Background: an optimization exercise with open tools, aiming at small area, a short achievable clock period and few clock cycles. Do not read the settings as production practice. Function was checked by simulation only, so behaviour that the tests miss may differ from the original.

## main
Design bicubic_column, start of the top module:
module bicubic_column (
    input  wire                           CLK,
    input  wire                           RST,
    input  wire [scaler_pkg::ROW_W-1:0]   v0_i,
    input  wire [scaler_pkg::ROW_W-1:0]   h0_i,
    input  wire [scaler_pkg::SPAN_W-1:0]  sh_i,
    input  wire [scaler_pkg::SPAN_W-1:0]  th_i,
    output logic [scaler_pkg::ADDR_W-1:0] rom_addr_o,
    input  wire cubic_pkg::pixel_t        rom_data_i,
    output logic                          sram_cen_o,
    output logic                          sram_wen_o,
    output logic [scaler_pkg::ADDR_W-1:0] sram_addr_o,
    output cubic_pkg::pixel_t             sram_wdata_o,
    input  wire cubic_pkg::pixel_t        sram_rdata_i,
    output logic                          done_o
);
Size: about 2900 cells after synthesis, about 230 flip-flops, roughly 83 I/O pins, ~0.027 sq mm of cells after synthesis.
export LEC_CHECK = 0
export ABC_CLOCK_PERIOD_IN_PS = 3500
export CAP_MARGIN = 20
export CORE_MARGIN = 2
export CORE_UTILIZATION = 40
export SLEW_MARGIN = 20
create_clock -name core_clock -period 11.0 [get_ports {CLK}]
standard.sh (not shown) runs the stock make flow with config.mk's settings and CLKGATE_MAP_FILE= SYNTH_SCRIPT=/design/flow/synth_recipe.tcl, a recipe that flattens the netlist after the stock synthesis.
==> flow/flow/run.sh <==
#!/bin/bash
set -euo pipefail
export SETUP_SLACK_MARGIN=${MARGIN:-5.5}
bash standard.sh > standard.log 2>&1
Testbench counts of main, summed over its fixed seeds: cycles 4,462.
The following lists how the feature branch was set up differently from main:
Settings: putting SETUP_SLACK_MARGIN at 5.0 where nothing was set; swapping 40 for 80 in CORE_UTILIZATION; putting CTS_BUF_LIST at sky130_fd_sc_hd__clkbuf_4 where nothing was set.
==> flow/run.sh (new file) <==
#!/bin/bash
# synth_recipe.tcl (not shown) runs the flow's synth.tcl, then flattens the netlist and writes it again
# the make line also repeats each setting of config.mk as NAME=value (left out here)
make -C /OpenROAD-flow-scripts/flow DESIGN_CONFIG=/design/flow/config.mk WORK_HOME=/design/flow/orfs CLKGATE_MAP_FILE= SYNTH_SCRIPT=/design/flow/synth_recipe.tcl finish
removed: flow/flow/run.sh
removed: flow/standard.sh
- When the feature branch is set beside main, its level count of the clock H-tree turns out to be 1 larger.
- Per the comparison of the feature branch with main, worst relative slew slack decreased 2.5 points.
- The feature branch vs main, highest-delay cell along the critical path: sky130_fd_sc_hd__edfxtp_1 vs sky130_fd_sc_hd__fa_1
- Share of post-route cells with drive strength above 1 in the feature branch vs main: down 6.1 points


Setup of indigo:
bicubic_column again, from the RTL that the note above started with.
## bicubic_column
module bicubic_column (
    input  wire                           CLK,
    input  wire                           RST,
    input  wire [scaler_pkg::ROW_W-1:0]   v0_i,
    input  wire [scaler_pkg::ROW_W-1:0]   h0_i,
    input  wire [scaler_pkg::SPAN_W-1:0]  sh_i,
    input  wire [scaler_pkg::SPAN_W-1:0]  th_i,
    output logic [scaler_pkg::ADDR_W-1:0] rom_addr_o,
    input  wire cubic_pkg::pixel_t        rom_data_i,
    output logic                          sram_cen_o,
    output logic                          sram_wen_o,
    output logic [scaler_pkg::ADDR_W-1:0] sram_addr_o,
    output cubic_pkg::pixel_t             sram_wdata_o,
    input  wire cubic_pkg::pixel_t        sram_rdata_i,
    output logic                          done_o
);
Settings: LEC_CHECK=0, ABC_CLOCK_PERIOD_IN_PS=3500, CAP_MARGIN=20, CORE_MARGIN=2, CORE_UTILIZATION=65, CTS_BUF_LIST=sky130_fd_sc_hd__clkbuf_8, SETUP_SLACK_MARGIN=5.0, SLEW_MARGIN=20; clock period 11.0 ns.
run.sh (not shown) runs the stock make flow with config.mk's settings and CLKGATE_MAP_FILE= SYNTH_SCRIPT=/design/flow/synth_recipe.tcl, a recipe that flattens the netlist after the stock synthesis.
Stock flow here: none of the scripts above is used.
indigo reached the final stage; the timing, design-rule and antenna checks on its layout passed.
Testbench counts of indigo, summed over its fixed seeds: cycles 4,462.
For lagoon, these inputs were changed with respect to indigo:
diff --git a/flow/config.mk b/flow/config.mk
--- a/flow/config.mk
+++ b/flow/config.mk
@@ -7,0 +8 @@
+export ABC_AREA = 1
@@ -11,2 +12 @@
-export CORE_UTILIZATION = 65
-export CTS_BUF_LIST = sky130_fd_sc_hd__clkbuf_8
+export CORE_UTILIZATION = 40
--- outcome ---
Per the final summary, lagoon finished and its layout is clean on timing, DRC and antenna.
In terms of setup slack on the worst flop-to-flop path, indigo and lagoon differ only marginally.
Diff indigo -> lagoon: number of signal-net buffers in the layout shrank by about 28%; length in cells of the worst reg-to-reg path went up by 1; buffer count from post-CTS setup fixing went down 26.
In the metrics for lagoon and indigo, the one carrying the lower shortest period the worst path allows is lagoon.
For lagoon, the end of the critical path was u_eng.h_q[18]$_DFFE_PP_, unlike indigo, where it was u_eng.res_o[7]$_SDFF_PP0_.
In the tables for lagoon and indigo, global-route usage over all layers reads lower with lagoon.
#### Input delta (maple over lagoon)
diff --git a/flow/config.mk b/flow/config.mk
--- a/flow/config.mk
+++ b/flow/config.mk
@@ -8 +7,0 @@
-export ABC_AREA = 1
- NOTE global placement routability congestion lagoon->maple decreased by a little under 10%
- Compared with lagoon, in maple global-route usage now smaller, floorplan die height now smaller, final clock period utilization by the worst path now larger.
- maple gives more final core utilization than lagoon did.
Modified inputs, yarrow compared to maple
diff --git a/flow/config.mk b/flow/config.mk
--- a/flow/config.mk
+++ b/flow/config.mk
@@ -11 +11,2 @@
-export CORE_UTILIZATION = 40
+export CORE_UTILIZATION = 65
+export CTS_BUF_LIST = sky130_fd_sc_hd__clkbuf_4
[summary]
Mux share of post-synthesis cell area of yarrow is on par with maple. Changes observed in yarrow relative to maple: vertical die dimension saw a decrease, post-layout instance area now sits lower. yarrow ended up with dd_q[1]$_DFFE_PP_ as its critical path launch point; maple ended up with u_eng.h_q[15]$_DFFE_PP_.


job 9478:
bicubic_column, a different RTL version from the one above (not shown whole).
For scale: roughly 2900 cells after synthesis, ~83 I/O pins.
Settings: LEC_CHECK=0, ABC_CLOCK_PERIOD_IN_PS=3500, CAP_MARGIN=20, CORE_MARGIN=2, CORE_UTILIZATION=65, CTS_BUF_LIST=sky130_fd_sc_hd__clkbuf_4, SETUP_SLACK_MARGIN=5.0, SLEW_MARGIN=20; clock period 11.0 ns.
standard.sh (not shown) runs the stock make flow with config.mk's settings and CLKGATE_MAP_FILE= SYNTH_SCRIPT=/design/flow/synth_recipe.tcl, a recipe that flattens the netlist after the stock synthesis.
==> flow/flow/run.sh <==
#!/bin/bash
set -euo pipefail
export BUFFER_PORTS_ARGS="-buffer_cell sky130_fd_sc_hd__buf_1"
export CTS_ARGS="-sink_clustering_enable -repair_clock_nets -dont_use_dummy_load -buf_list sky130_fd_sc_hd__clkbuf_4 -sink_clustering_size 10 -sink_clustering_max_diameter 40"
bash standard.sh > standard.log 2>&1
Job 9478: all stages complete, timing, DRC and antenna checks passed
Testbench counts of job 9478, summed over its fixed seeds: cycles 4,462.
Changes in job 6250 relative to job 9478:
==> flow/flow/run.sh <==
#!/bin/bash
set -euo pipefail
export BUFFER_PORTS_ARGS="-buffer_cell sky130_fd_sc_hd__buf_1"
export CTS_ARGS="-sink_clustering_enable -repair_clock_nets -dont_use_dummy_load -buf_list sky130_fd_sc_hd__clkbuf_4"
bash standard.sh > standard.log 2>&1
## What came out
- [job 6250] area growth from synthesis to layout rose 0.24 points relative to job 9478
- Job 6250 vs. job 9478: critical path data required time ~0 delta; maximum clock skew at final layout fell 48 ps; fmax shows a reduction of about 1.8%.
- Compared with job 9478, job 6250 shows number of levels in the clock H-tree higher by 1.
- Job 6250 completed; timing, DRC and antenna clean
- Sequential share of layout area delta (job 9478 -> job 6250): insignificant
- Number of antenna violations at the first check in global routing (higher): job 6250
- Summary of the comparison: routed wire length is higher in job 6250, relative to job 9478.
- Taking job 9478 as the reference, in job 6250 minimum setup slack in the final design now smaller; all-layer global routing usage went up by 0.32 points.


The RTL this note starts from:
==> flow/design.v <==
`default_nettype none
package scaler_pkg;
    localparam int IMG_W      = 100;
    localparam int ROW_W      = 7;    
    localparam int ADDR_W     = 14;
    localparam int TABLE_ROW  = 101;  
    localparam int RESULT_COL = 1;
    localparam int CREDITS    = 2;    
    localparam int DIV_CYCLES = 8;    
    localparam int SPAN_W     = 6;    
    typedef enum logic [1:0] {
        REQ_TABLE = 2'd0,
        REQ_WB    = 2'd1,
        REQ_FETCH = 2'd2
    } sram_req_t;
endpackage
`default_nettype wire
`default_nettype none
package cubic_pkg;
    localparam int PIX_W  = 8;
    localparam int FRAC_W = 8;    
    typedef logic [PIX_W-1:0]  pixel_t;
    typedef logic [FRAC_W-1:0] frac_t;
    localparam int COEF_W      = 12;   
    localparam int ACC_W       = 36;   
    localparam int ROUND_SHIFT = 25;   
endpackage
`default_nettype wire
`timescale 1ns/1ps
`default_nettype none
module frac_divider (
    input  wire       CLK,
    input  wire       load_i,
    input  wire [5:0] ld_x_i,
    input  wire [5:0] ld_d_i,
    input  wire [5:0] d_i,
    input  wire       step_i,
    output logic [7:0] quot_o,
    output logic [5:0] rem_o
);
    logic [7:0] t1, t2;    
    logic [5:0] r1;
    assign t1 = {1'b0, rem_o, 1'b0} - {2'b0, d_i};
    assign r1 = t1[7] ? {rem_o[4:0], 1'b0} : t1[5:0];
    assign t2 = {1'b0, r1, 1'b0} - {2'b0, d_i};
    always_ff @(posedge CLK) begin
        if (load_i) begin
            rem_o  <= (ld_x_i == ld_d_i) ? 6'd0 : ld_x_i;
            quot_o <= '0;
        end else if (step_i) begin
            rem_o  <= t2[7] ? {r1[4:0], 1'b0} : t2[5:0];
            quot_o <= {quot_o[5:0], !t1[7], !t2[7]};
        end
    end
endmodule
`default_nettype wire
`timescale 1ns/1ps
`default_nettype none
module cubic_engine (
    input  wire        CLK,
    input  wire        v_i,       
    input  wire        u1_i,      
    input  wire [7:0]  p0_i,
    input  wire [7:0]  p1_i,
    input  wire [7:0]  p2_i,
    input  wire [7:0]  p3_i,
    input  wire [7:0]  f_i,       
    input  wire [7:0]  d0_i,      
    output logic [7:0] res_o      
);
    logic signed [11:0] a, b, a_q, b_q;
    logic signed [9:0]  c, c_q;
    logic signed [26:0] h_q;    
    logic [7:0]         f_q;
    logic signed [19:0] h1;
    logic signed [34:0] u_add, u_out;    
    logic signed [34:0] u_mul;
    logic signed [9:0]  rnd;
    logic signed [8:0]  fi_s, fq_s;     
    logic signed [34:0] d_add;
    assign a  = 12'(p3_i) - 12'(p0_i) + 12'sd3 * (12'(p1_i) - 12'(p2_i));
    assign b  = 12'(p0_i) * 12'sd2 - 12'(p1_i) * 12'sd5 + 12'(p2_i) * 12'sd4 - 12'(p3_i);
    assign c  = 10'(p2_i) - 10'(p0_i);
    assign fi_s = {1'b0, f_i};
    assign fq_s = {1'b0, f_q};
    assign d_add = {2'd0, d0_i, 1'b1, 24'd0};
    assign h1 = a_q * fi_s + (20'(b_q) <<< 8);
    assign u_add = u1_i ? (35'(c_q) <<< 16) : d_add;
    assign u_mul = h_q * fq_s;
    assign u_out = u_mul + u_add;
    assign rnd   = u_out[34:25];
    always_ff @(posedge CLK) begin
        a_q <= a;
        b_q <= b;
        c_q <= c;
        if (v_i) begin
            h_q <= 27'(h1);
            f_q <= f_i;
        end else if (u1_i) begin
            h_q <= u_out[26:0];
        end
        if (rnd[9])                 res_o <= 8'd0;
        else if (rnd[8])            res_o <= 8'hff;
        else                        res_o <= rnd[7:0];
    end
endmodule
`default_nettype wire
`timescale 1ns/1ps
`default_nettype none
import scaler_pkg::*;
import cubic_pkg::*;
module bicubic_column (
    input  wire                           CLK,
    input  wire                           RST,
    input  wire [scaler_pkg::ROW_W-1:0]   v0_i,
    input  wire [scaler_pkg::ROW_W-1:0]   h0_i,
    input  wire [scaler_pkg::SPAN_W-1:0]  sh_i,
    input  wire [scaler_pkg::SPAN_W-1:0]  th_i,
    output logic [scaler_pkg::ADDR_W-1:0] rom_addr_o,
    input  wire cubic_pkg::pixel_t        rom_data_i,
    output logic                          sram_cen_o,
    output logic                          sram_wen_o,
    output logic [scaler_pkg::ADDR_W-1:0] sram_addr_o,
    output cubic_pkg::pixel_t             sram_wdata_o,
    input  wire cubic_pkg::pixel_t        sram_rdata_i,
    output logic                          done_o
);
    logic        w0;               
    logic [5:0]  dd_q;             
    logic [5:0]  sm1_q;            
    logic        w0_q;
    logic [7:0]  q_tab, q_row;     
    logic [5:0]  r_tab, r_row;     
    logic [2:0]  cnt_q;            
    logic        div_ok;
    logic        r0w_q;            
    logic [13:0] addr_q;           
    logic        rv_q;             
    logic [7:0]  win [4];          
    logic        fetch;
    logic        ph_q;             
    logic        issue;
    logic [5:0]  ji_q;             
    logic        all_in_q;
    logic [5:0]  r_q;              
    logic [7:0]  f_q;              
    logic [5:0]  g_q;              
    logic [7:0]  rs, gs;           
    logic        v_q, u1_q, u2_q, wv_q;
    logic        s1_q, s2_q, s3_q;   
    logic [5:0]  jw_q;             
    logic [7:0]  res;
    logic [5:0]  k_q;
    logic [7:0]  t_q;
    logic [5:0]  ta_q;
    logic        tab_done_q;
    logic [7:0]  ts;
    logic        tw;
    assign w0 = (sh_i == th_i);
    always_ff @(posedge CLK) begin
        if (RST) begin
            dd_q  <= th_i - 6'd1;
            sm1_q <= sh_i - 6'd1;
            w0_q  <= w0;
        end
    end
    frac_divider u_div_tab (
        .CLK(CLK), .load_i(RST), .ld_x_i(6'd1), .ld_d_i(th_i - 6'd1), .d_i(dd_q),
        .step_i(!div_ok), .quot_o(q_tab), .rem_o(r_tab)
    );
    frac_divider u_div_row (
        .CLK(CLK), .load_i(RST), .ld_x_i(sh_i - 6'd1), .ld_d_i(th_i - 6'd1), .d_i(dd_q),
        .step_i(!div_ok), .quot_o(q_row), .rem_o(r_row)
    );
    assign div_ok = cnt_q >= 3'd4;
    always_ff @(posedge CLK) begin
        if (RST)                cnt_q <= '0;
        else if (cnt_q != 3'd5) cnt_q <= cnt_q + 3'd1;
    end
    assign issue = ph_q && !all_in_q;
    assign rs    = {2'b0, r_q} + {2'b0, sm1_q} - {2'b0, dd_q};
    assign gs    = {2'b0, g_q} + {2'b0, r_row} - {2'b0, dd_q};
    always_ff @(posedge CLK) begin
        if (RST) begin
            ph_q     <= 1'b0;
            ji_q     <= 6'd1;
            all_in_q <= 1'b0;
            r_q      <= w0 ? 6'd0 : sh_i - 6'd1;
        end else begin
            ph_q <= (cnt_q == 3'd4) || (cnt_q == 3'd5 && !ph_q);
            if (issue) begin
                ji_q     <= ji_q + 6'd1;
                all_in_q <= (ji_q == dd_q);
                r_q      <= rs[7] ? 6'(rs + {2'b0, dd_q}) : rs[5:0];
            end
        end
    end
    always_ff @(posedge CLK) begin
        if (cnt_q == 3'd4) begin
            f_q <= q_row;
            g_q <= r_row;
        end else if (v_q) begin
            f_q <= f_q + q_row + {7'd0, !gs[7]};
            g_q <= gs[7] ? 6'(gs + {2'b0, dd_q}) : gs[5:0];
        end
    end
    assign fetch      = (cnt_q < 3'd4) || (issue && !rs[7] && ji_q != dd_q);
    assign rom_addr_o = addr_q;
    always_ff @(posedge CLK) begin
        if (RST) begin
            addr_q <= 14'(v0_i) * 14'd100 + 14'(h0_i) - (w0 ? 14'd0 : 14'd100);
            rv_q   <= 1'b0;
        end else begin
            rv_q <= fetch;
            if (fetch) addr_q <= addr_q + 14'd100;
        end
        if (rv_q) begin
            win[0] <= win[1];
            win[1] <= win[2];
            win[2] <= win[3];
            win[3] <= rom_data_i;
        end
    end
    always_ff @(posedge CLK) begin
        if (RST) begin
            v_q  <= 1'b0;
            u1_q <= 1'b0;
            u2_q <= 1'b0;
            wv_q <= 1'b0;
        end else begin
            v_q  <= issue;
            u1_q <= v_q;
            u2_q <= u1_q;
            wv_q <= u2_q;
        end
        s1_q <= issue && fetch;
        s2_q <= s1_q;
        s3_q <= s2_q;
    end
    cubic_engine u_eng (
        .CLK(CLK), .v_i(v_q), .u1_i(u1_q),
        .p0_i(win[0]), .p1_i(win[1]), .p2_i(win[2]), .p3_i(win[3]), .f_i(f_q),
        .d0_i(s3_q ? win[0] : win[1]), .res_o(res)
    );
    assign tw = !tab_done_q && div_ok && !wv_q && !r0w_q;
    assign ts = {2'b0, ta_q} + {2'b0, r_tab} - {2'b0, dd_q};
    always_ff @(posedge CLK) begin
        if (RST) begin
            k_q        <= '0;
            t_q        <= '0;
            ta_q       <= '0;
            tab_done_q <= 1'b0;
        end else if (tw) begin
            k_q        <= k_q + 6'd1;
            t_q        <= t_q + q_tab + {7'd0, !ts[7]};
            ta_q       <= ts[7] ? 6'(ts + {2'b0, dd_q}) : ts[5:0];
            tab_done_q <= (k_q + 6'd1 == dd_q);
        end
    end
    assign sram_cen_o   = !(wv_q || r0w_q || tw);
    assign sram_wen_o   = sram_cen_o;
    assign sram_addr_o  = wv_q ? {1'b0, jw_q, 7'd1} : r0w_q ? 14'd1 : {7'd101, 1'b0, k_q};
    assign sram_wdata_o = wv_q ? res : r0w_q ? (w0_q ? win[0] : win[1]) : t_q;
    always_ff @(posedge CLK) begin
        r0w_q <= !RST && (cnt_q == 3'd4);
        if (RST) begin
            jw_q   <= 6'd1;
            done_o <= 1'b0;
        end else if (wv_q) begin
            jw_q <= jw_q + 6'd1;
            if (jw_q == dd_q) done_o <= 1'b1;
        end
    end
endmodule
`default_nettype wire
Settings: LEC_CHECK=0, ABC_CLOCK_PERIOD_IN_PS=5000, CAP_MARGIN=20, CORE_MARGIN=2, CORE_UTILIZATION=40, SETUP_SLACK_MARGIN=4.0, SLEW_MARGIN=20; clock period 11.0 ns.
run.sh (not shown) runs the stock make flow with config.mk's settings and CLKGATE_MAP_FILE= SYNTH_SCRIPT=/design/flow/synth_recipe.tcl, a recipe that flattens the netlist after the stock synthesis.
Stock flow here: none of the scripts above is used.
The first run finished with timing, DRC and antenna clean.
Testbench counts at the start, summed over its fixed seeds: cycles 4,654.
==> next run, changes <==
--- a/flow/config.mk
+++ b/flow/config.mk
@@ -6,8 +6,6 @@
 export NUM_CORES = 4
 export LEC_CHECK = 0
-export ABC_CLOCK_PERIOD_IN_PS = 5000
 export CAP_MARGIN = 20
 export CORE_MARGIN = 2
 export CORE_UTILIZATION = 40
-export SETUP_SLACK_MARGIN = 4.0
 export SLEW_MARGIN = 20
What happened: Sequential share of layout area is about the same. Setup slack is worse by 290 ps. Count of clock-buffer cells in the layout is unchanged. Routed wire length drops slightly. Non-clock buffer count drops by 6. Synthesized cell count does not change. First-iteration DRC count goes down by a few percent. Worst hold slack hardly moves.
==> next run, changes <==
==> flow/flow/run.sh (new file) <==
#!/bin/bash
set -euo pipefail
export SETUP_SLACK_MARGIN=${MARGIN:-7.0}
bash standard.sh > standard.log 2>&1
==> flow/standard.sh (new file) <==
#!/bin/bash
# synth_recipe.tcl (not shown) runs the flow's synth.tcl, then flattens the netlist and writes it again
# the make line also repeats each setting of config.mk as NAME=value (left out here)
make -C /OpenROAD-flow-scripts/flow DESIGN_CONFIG=/design/flow/config.mk WORK_HOME=/design/flow/orfs CLKGATE_MAP_FILE= SYNTH_SCRIPT=/design/flow/synth_recipe.tcl "${@:-finish}"
--- a/flow/config.mk
+++ b/flow/config.mk
@@ -6,4 +6,5 @@
 export NUM_CORES = 4
 export LEC_CHECK = 0
+export ABC_CLOCK_PERIOD_IN_PS = 3500
 export CAP_MARGIN = 20
 export CORE_MARGIN = 2
removed: flow/run.sh
Routed wire length rose by 15%.
Sequential share of layout area shrinks by 2.6 points.
Core utilization climbs by 6.8 points.
Area after synthesis does not change.
Non-clock buffer count came out higher by 241.
Sequential cell count is unchanged.
First-iteration DRC count grows by 3.0%.
==> next run, changes <==
==> flow/run.sh (new file) <==
#!/bin/bash
# synth_recipe.tcl (not shown) runs the flow's synth.tcl, then flattens the netlist and writes it again
# the make line also repeats each setting of config.mk as NAME=value (left out here)
make -C /OpenROAD-flow-scripts/flow DESIGN_CONFIG=/design/flow/config.mk WORK_HOME=/design/flow/orfs CLKGATE_MAP_FILE= SYNTH_SCRIPT=/design/flow/synth_recipe.tcl finish
--- a/flow/config.mk
+++ b/flow/config.mk
@@ -6,7 +6,8 @@
 export NUM_CORES = 4
 export LEC_CHECK = 0
-export ABC_CLOCK_PERIOD_IN_PS = 3500
+export ABC_CLOCK_PERIOD_IN_PS = 2500
 export CAP_MARGIN = 20
 export CORE_MARGIN = 2
 export CORE_UTILIZATION = 40
+export SETUP_SLACK_MARGIN = 5.0
 export SLEW_MARGIN = 20
removed: flow/flow/run.sh
removed: flow/standard.sh
- The changed run produced a clean layout
- non-clock buffer count goes down by 189
- worst setup slack degrades by 350 ps
- first-iteration DRC count climbs by 12%
- die area stays the same
- sequential share of layout area went up by 2.2 points
- utilization goes down by 5.9 points
==> next run, changes <==
--- a/flow/config.mk
+++ b/flow/config.mk
@@ -6,5 +6,5 @@
 export NUM_CORES = 4
 export LEC_CHECK = 0
-export ABC_CLOCK_PERIOD_IN_PS = 2500
+export ABC_CLOCK_PERIOD_IN_PS = 3500
 export CAP_MARGIN = 20
 export CORE_MARGIN = 2
What happened:
- non-clock buffer count does not change
- worst setup slack is unchanged
- first-iteration DRC count stays the same
- maximum frequency stays the same
- final area stays the same
- routed wire length is unchanged
- clock skew does not change

[static timing again, ports no longer ideal]
In the flow no input, the clock included, has a driving cell. The finished layouts below were timed again as built, in two steps. Step 1 assumes that a clkbuf_16 drives the clock port and a buf_2 every other input. Step 2 adds t to the input delays and takes it off the output delays; t is the mean of the earliest and latest rising clock arrival at the registers after step 1. Input paths then give back, and output paths get back, about the clock's delay inside the block. Three values: ideal, step 1, step 2; two values: the first two.
run	shift t [ns]	setup WS [ns]	worst setup path after step 2	clock arrival spread, ns	worst data-port slew with drivers (ns)
main	0.642	5.382 / 5.382 / 5.061	input to register	0.024 / 0.024	0.06
the feature branch	0.781	4.997 / 4.997 / 4.521	input to register	0.084 / 0.084	0.05
indigo	0.627	5.206 / 5.175 / 4.605	input to register	0.029 / 0.028	0.05
lagoon	0.638	5.217 / 5.217 / 4.731	input to register	0.016 / 0.016	0.04
maple	0.617	5.142 / 5.142 / 4.589	input to register	0.025 / 0.025	0.04
yarrow	0.786	5.219 / 5.173 / 4.536	input to register	0.064 / 0.065	0.05
job 9478	0.725	5.192 / 5.192 / 4.613	input to register	0.102 / 0.102	0.05
job 6250	0.757	5.088 / 5.088 / 4.616	input to register	0.058 / 0.058	0.04
the first run of note 4	0.609	4.448 / 4.448 / 4.448	register to register	0.024 / 0.024	0.11
the second run of note 4	0.611	4.160 / 4.160 / 4.160	register to register	0.025 / 0.025	0.10
the third run of note 4	0.622	5.489 / 5.489 / 5.395	input to register	0.010 / 0.010	0.06
the fourth run of note 4	0.611	5.139 / 5.139 / 4.714	input to register	0.025 / 0.025	0.10
the fifth run of note 4	0.611	5.139 / 5.139 / 4.714	input to register	0.025 / 0.025	0.10
After both steps setup and hold are still met in every run listed. The setup slack of yarrow, which loses most, moves by -0.046 ns with the drivers and by -0.683 ns with both steps.
